Context: an optimization exercise on an open-source flow, tuned for small area. The choices shown serve that exercise and are no tape-out recipe. Only simulation tests tie the RTL to the original design; equivalence was not proved. Power is estimated from default activity; no workload was simulated.

Design dot_product_top, start of the top module:
module dot_product_top (
	input  logic clk1,
	input  logic rst_n,
	input  logic key_valid,
	input  logic [3:0] key_code,
	output dot_pkg::seg_digits_t segments,
	output logic [8-1:0] tracker,
	output logic [3:0] status
);
	logic any;           
	logic [5:0] last;    
	logic [5:0] nxt;
	logic full;          
	logic accept;
	logic mac;           
	logic [1:0] nib;     
	logic [3:0] word [4];    
	logic [15:0] vec_a [7];  
	logic [15:0] acc;
	logic [15:0] acc_next;
	logic [15:0] mcand;
	logic [3:0] mplier;
	logic [15:0] shown;
	assign nxt = last + 6'd1;
	assign full = any & (&last);
	assign accept = key_valid & ~full;
	assign nib = nxt[1:0];
	assign mac = accept & nxt[5];
	always_ff @(posedge clk1 or negedge rst_n) begin
		if (!rst_n) begin
			any <= 1'b0;
			last <= '1;
			acc <= '0;
		end else begin
			if (accept) begin
				any <= 1'b1;
				last <= nxt;
			end
			acc <= acc_next;
		end
	end
	always_ff @(posedge clk1) begin
		if (accept) begin
			if (nib == 2'd0) begin
				for (int i = 0; i < 6; i++) vec_a[i] <= vec_a[i+1];
				vec_a[6] <= {word[3], word[2], word[1], word[0]};
  ...
For scale: about 51 I/O pins, roughly 0.0067 sq mm of cells after synthesis.
Settings: LEC_CHECK=0, ABC_AREA=1, CAP_MARGIN=0, CORE_MARGIN=2, CORE_UTILIZATION=70, SLEW_MARGIN=0, BUFFER_PORTS_ARGS=-buffer_cell sky130_fd_sc_hd__buf_1, CTS_ARGS=-sink_clustering_enable -repair_clock_nets -dont_use_dummy_load -buf_list sky130_fd_sc_hd__clkbuf_8 -sink_clustering_size 30 -sink_clustering_max_diameter 80; clock period 10.0 ns.
standard.sh (not shown) runs the stock make flow with config.mk's settings and CLKGATE_MAP_FILE= SYNTH_SCRIPT=/design/flow/synth_recipe.tcl, a recipe that flattens the netlist after the stock synthesis.
==> flow/flow/run.sh <==
#!/bin/bash
# Own layout flow: the standard synthesis, then its combinational logic
# re-mapped by ABC for area (registers and full adders kept as they are),
# then the standard layout with small port buffers and a clock tree without
# dummy loads.
set -euo pipefail
W=$PWD
F=$W/flow
LIB=$FLOW_HOME/platforms/$FLOW_PLATFORM/lib/sky130_fd_sc_hd__tt_025C_1v80.lib
R=orfs/results/$FLOW_PLATFORM/dot_product_top/base

# 1. Standard synthesis.
bash standard.sh synth > $W/std_synth.log 2>&1
cp $R/1_2_yosys.v $W/std.v
mv orfs orfs_std

# 2. Re-map the combinational logic. Flip-flops and full adders stay as
# instances with their names.
KEEP=$(grep -oE '^\s*sky130_fd_sc_hd__(df|edf|sdf|dl|fa_)\w*' $W/std.v | sort -u | tr -d ' ' | tr '\n' ' ')
DU=""
for c in sky130_fd_sc_hd__probe_p_8 sky130_fd_sc_hd__probec_p_8 'sky130_fd_sc_hd__lpflow_*'; do DU="$DU -dont_use $c"; done
yosys -l $W/reopt.log -p "
read_liberty -ignore_miss_func $LIB
read_verilog $W/std.v
hierarchy -top $FLOW_TOP
setattr -mod -set keep_hierarchy 1 $KEEP
flatten
blackbox $KEEP
opt -purge
abc -liberty $LIB $DU -script $F/reopt.abc
opt_clean -purge
hilomap -singleton -hicell sky130_fd_sc_hd__conb_1 HI -locell sky130_fd_sc_hd__conb_1 LO
opt_clean -purge
stat -liberty $LIB
write_verilog -noattr -noexpr -nohex -nodec $W/opt.v
" > /dev/null

# 3. Layout of the re-mapped netlist.
cat >> config.mk <<EOC
export BUFFER_PORTS_ARGS = -buffer_cell sky130_fd_sc_hd__buf_1
export CTS_ARGS = -sink_clustering_enable -repair_clock_nets -dont_use_dummy_load -buf_list sky130_fd_sc_hd__clkbuf_8 -sink_clustering_size 30 -sink_clustering_max_diameter 80
EOC
bash standard.sh SYNTH_NETLIST_FILES=$W/opt.v finish > $W/layout.log 2>&1
==> flow/flow/reopt.abc <==
strash
&get -n
&deepsyn -T 60
&put
dch -f
amap
topo
The first run finished with timing, DRC and antenna clean.
Change:
--- a/flow/flow/run.sh
+++ b/flow/flow/run.sh
@@ -39,5 +39,5 @@
 cat >> config.mk <<EOC
 export BUFFER_PORTS_ARGS = -buffer_cell sky130_fd_sc_hd__buf_1
-export CTS_ARGS = -sink_clustering_enable -repair_clock_nets -dont_use_dummy_load -buf_list sky130_fd_sc_hd__clkbuf_8 -sink_clustering_size 30 -sink_clustering_max_diameter 80
+export CTS_ARGS = -sink_clustering_enable -repair_clock_nets -dont_use_dummy_load -buf_list sky130_fd_sc_hd__clkbuf_8
 EOC
 bash standard.sh SYNTH_NETLIST_FILES=$W/opt.v finish > $W/layout.log 2>&1
CAP_MARGIN = 20   (was 0)
CORE_UTILIZATION = 60   (was 70)
CTS_ARGS = -sink_clustering_enable -repair_clock_nets -dont_use_dummy_load -buf_list sky130_fd_sc_hd__clkbuf_8   (was -sink_clustering_enable -repair_clock_nets -dont_use_dummy_load -buf_list sky130_fd_sc_hd__clkbuf_8 -sink_clustering_size 30 -sink_clustering_max_diameter 80)
SLEW_MARGIN = 20   (was 0)
After rerunning:
- maximum frequency went up by 1.6%
- area after synthesis is unchanged
- worst setup slack gains 150 ps
- clock power barely changes
- wire length went down by 4.0%
- final area barely changes
- total power went down by 1.6%

The RTL this note starts from:
==> flow/design.v <==
package dot_pkg;
	typedef enum logic [1:0] {
		phase_idle,
		phase_vec_a,
		phase_vec_b,
		phase_complete
	} entry_phase_e;
	typedef union packed {
		logic [16-1:0] value;
		logic [4-1:0][3:0] nibble;
	} hex_word_u;
	typedef struct packed {
		logic en;
		logic bank;  
		logic [3-1:0] addr;
		logic [16-1:0] data;
	} word_write_t;
	typedef struct packed {
		logic [16-1:0] a;
		logic [16-1:0] b;
	} operand_pair_t;
	typedef struct packed {
		hex_word_u word;
		entry_phase_e phase;
		logic [3-1:0] index;
	} entry_view_t;
	typedef struct packed {
		logic [8-1:0] digit3;
		logic [8-1:0] digit2;
		logic [8-1:0] digit1;
		logic [8-1:0] digit0;
	} seg_digits_t;
endpackage
module dot_product_top (
	input  logic clk1,
	input  logic rst_n,
	input  logic key_valid,
	input  logic [3:0] key_code,
	output dot_pkg::seg_digits_t segments,
	output logic [8-1:0] tracker,
	output logic [3:0] status
);
	logic any;           
	logic [5:0] last;    
	logic [5:0] nxt;
	logic full;          
	logic accept;
	logic [1:0] nib;     
	logic [15:0] word;   
	logic [15:0] vec_a [8];
	logic [15:0] acc;
	logic [15:0] mcand;
	logic [3:0] mplier;
	logic [15:0] shown;
	assign nxt = last + 6'd1;
	assign full = any & (&last);
	assign accept = key_valid & ~full;
	assign nib = nxt[1:0];
	always_ff @(posedge clk1 or negedge rst_n) begin
		if (!rst_n) begin
			any <= 1'b0;
			last <= '1;
			acc <= '0;
		end else begin
			if (accept) begin
				any <= 1'b1;
				last <= nxt;
			end
			acc <= acc_next;
		end
	end
	assign mcand = vec_a[0] << {nib, 2'b00};
	assign mplier = key_code & {4{accept & nxt[5]}};
	logic prev;
	logic [2:0] t0, t1;
	logic [15:0] pp0, pp1;
	logic neg0, neg1;
	logic [15:0] s1, c1, acc_next;
	assign prev = accept & nxt[5] & (nib != 2'd0) & word[{nib, 2'b00} - 4'd1];
	assign t0 = {mplier[1:0], prev};
	assign t1 = mplier[3:1];
	function automatic logic [16:0] booth_pp(input logic [15:0] m, input logic [2:0] t);
		logic [15:0] mag;
		logic neg;
		case (t)
			3'b001, 3'b010: mag = m;
			3'b101, 3'b110: mag = m;
			3'b011, 3'b100: mag = {m[14:0], 1'b0};
			default: mag = '0;
		endcase
		neg = t[2] & ~(t[1] & t[0]);
		booth_pp = {neg, mag ^ {16{neg}}};
	endfunction
	assign {neg0, pp0} = booth_pp(mcand, t0);
	assign {neg1, pp1} = booth_pp(mcand, t1);
	logic [15:0] opb, rb;
	logic [16:0] rc;
	assign opb = {pp1[13:0], neg1, neg0};
	always_comb begin
		for (int b = 0; b < 16; b++) begin
			s1[b] = acc[b] ^ pp0[b] ^ opb[b];
			c1[b] = (acc[b] & pp0[b]) | (acc[b] & opb[b]) | (pp0[b] & opb[b]);
		end
	end
	assign rb = {c1[14:0], neg1};
	always_comb begin
		rc[0] = neg1;
		for (int b = 0; b < 16; b++) begin
			acc_next[b] = s1[b] ^ rb[b] ^ rc[b];
			rc[b+1] = (s1[b] & rb[b]) | (s1[b] & rc[b]) | (rb[b] & rc[b]);
		end
	end
	always_ff @(posedge clk1) begin
		if (accept) word[nib*4 +: 4] <= key_code;
		if (accept && nib == 2'd3) begin
			for (int i = 0; i < 7; i++) vec_a[i] <= vec_a[i+1];
			vec_a[7] <= {key_code, word[11:0]};
		end
	end
	always_comb begin
		for (int p = 0; p < 4; p++)
			shown[p*4 +: 4] = full ? acc[p*4 +: 4] :
				(any && p <= last[1:0]) ? word[p*4 +: 4] : 4'h0;
	end
	function automatic logic [7:0] seg_of(input logic [3:0] n);
		case (n)
			4'h0: seg_of = 8'hc0;
			4'h1: seg_of = 8'hf9;
			4'h2: seg_of = 8'ha4;
			4'h3: seg_of = 8'hb0;
			4'h4: seg_of = 8'h99;
			4'h5: seg_of = 8'h92;
			4'h6: seg_of = 8'h82;
			4'h7: seg_of = 8'hf8;
			4'h8: seg_of = 8'h80;
			4'h9: seg_of = 8'h98;
			4'ha: seg_of = 8'h88;
			4'hb: seg_of = 8'h83;
			4'hc: seg_of = 8'hc6;
			4'hd: seg_of = 8'ha1;
			4'he: seg_of = 8'h86;
			default: seg_of = 8'h8e;
		endcase
	endfunction
	assign segments.digit0 = seg_of(shown[3:0]);
	assign segments.digit1 = seg_of(shown[7:4]);
	assign segments.digit2 = seg_of(shown[11:8]);
	assign segments.digit3 = seg_of(shown[15:12]);
	assign tracker = (any && !full) ? ~(8'd1 << last[4:2]) : 8'hff;
	assign status = !any ? 4'd1 : full ? 4'd4 :
		last[5] ? 4'd3 : 4'd2;
endmodule
Settings: LEC_CHECK=0, ABC_AREA=1, CAP_MARGIN=20, CORE_MARGIN=2, CORE_UTILIZATION=60, CTS_BUF_LIST=sky130_fd_sc_hd__clkbuf_8, SLEW_MARGIN=20; clock period 10.0 ns.
run.sh (not shown) runs the stock make flow with config.mk's settings and CLKGATE_MAP_FILE= SYNTH_SCRIPT=/design/flow/synth_recipe.tcl, a recipe that flattens the netlist after the stock synthesis.
Stock flow here: none of the scripts above is used.
The first run finished clean.
Next try:
==> flow/flow/run.sh (new file) <==
#!/bin/bash
# Own layout flow: the standard synthesis, then its combinational logic
# re-mapped by ABC for area (registers and full adders kept as they are),
# then the standard layout with small port buffers and a clock tree without
# dummy loads.
set -euo pipefail
W=$PWD
F=$W/flow
LIB=$FLOW_HOME/platforms/$FLOW_PLATFORM/lib/sky130_fd_sc_hd__tt_025C_1v80.lib
R=orfs/results/$FLOW_PLATFORM/dot_product_top/base

# 1. Standard synthesis.
bash standard.sh synth > $W/std_synth.log 2>&1
cp $R/1_2_yosys.v $W/std.v
mv orfs orfs_std

# 2. Re-map the combinational logic. Flip-flops and full adders stay as
# instances with their names.
KEEP=$(grep -oE '^\s*sky130_fd_sc_hd__(df|edf|sdf|dl|fa_)\w*' $W/std.v | sort -u | tr -d ' ' | tr '\n' ' ')
DU=""
for c in sky130_fd_sc_hd__probe_p_8 sky130_fd_sc_hd__probec_p_8 'sky130_fd_sc_hd__lpflow_*'; do DU="$DU -dont_use $c"; done
yosys -l $W/reopt.log -p "
read_liberty -ignore_miss_func $LIB
read_verilog $W/std.v
hierarchy -top $FLOW_TOP
setattr -mod -set keep_hierarchy 1 $KEEP
flatten
blackbox $KEEP
opt -purge
abc -liberty $LIB $DU -script $F/reopt.abc
opt_clean -purge
hilomap -singleton -hicell sky130_fd_sc_hd__conb_1 HI -locell sky130_fd_sc_hd__conb_1 LO
opt_clean -purge
stat -liberty $LIB
write_verilog -noattr -noexpr -nohex -nodec $W/opt.v
" > /dev/null

# 3. Layout of the re-mapped netlist.
cat >> config.mk <<EOC
export BUFFER_PORTS_ARGS = -buffer_cell sky130_fd_sc_hd__buf_1
export CTS_ARGS = -sink_clustering_enable -repair_clock_nets -dont_use_dummy_load -buf_list sky130_fd_sc_hd__clkbuf_8
EOC
bash standard.sh SYNTH_NETLIST_FILES=$W/opt.v finish > $W/layout.log 2>&1
==> flow/flow/reopt.abc (new file) <==
strash
&get -n
&deepsyn -T 60
&put
dch -f
amap
topo
==> flow/standard.sh (new file) <==
#!/bin/bash
# synth_recipe.tcl (not shown) runs the flow's synth.tcl, then flattens the netlist and writes it again
# the make line also repeats each setting of config.mk as NAME=value (left out here)
make -C /OpenROAD-flow-scripts/flow DESIGN_CONFIG=/design/flow/config.mk WORK_HOME=/design/flow/orfs CLKGATE_MAP_FILE= SYNTH_SCRIPT=/design/flow/synth_recipe.tcl "${@:-finish}"
- BUFFER_PORTS_ARGS: not set -> -buffer_cell sky130_fd_sc_hd__buf_1
- CTS_ARGS: not set -> -sink_clustering_enable -repair_clock_nets -dont_use_dummy_load -buf_list sky130_fd_sc_hd__clkbuf_8
- CTS_BUF_LIST: sky130_fd_sc_hd__clkbuf_8 -> not set
removed: flow/run.sh
- cell count fell by 13%
- register-to-register slack degrades by 0.63 ns
- routed wire length fell by 8.7%

[static timing again, ports no longer ideal]
The results above use ideal ports. As a check the final layouts listed here were re-extracted and re-timed, cells and wires unchanged. Step 1 assumes that a clkbuf_16 drives the clock port and a buf_2 every other input. Step 2 times the ports against the registers' clock, not the clock port: input delays grow and output delays shrink by t, the midpoint of the rising clock arrivals with the driver on. Three values: ideal ports, drivers, drivers and shift; two values: the first two.
run	shift t [ns]	slack for setup (ns)	worst setup path at the end
the first run of note 1	0.457	0.330 / 0.340 / -0.116	input to register
the second run of note 1	0.473	0.484 / 0.495 / 0.023	input to register
the first run of note 2	0.502	0.627 / 0.640 / 0.138	input to register
the second run of note 2	0.479	0.639 / 0.652 / 0.174	input to register
Met with ideal ports but missed after step 2: setup timing in the first run of note 1. The setup slack of the first run of note 2, which loses most, moves by +0.013 ns with the drivers and by -0.489 ns with both steps.
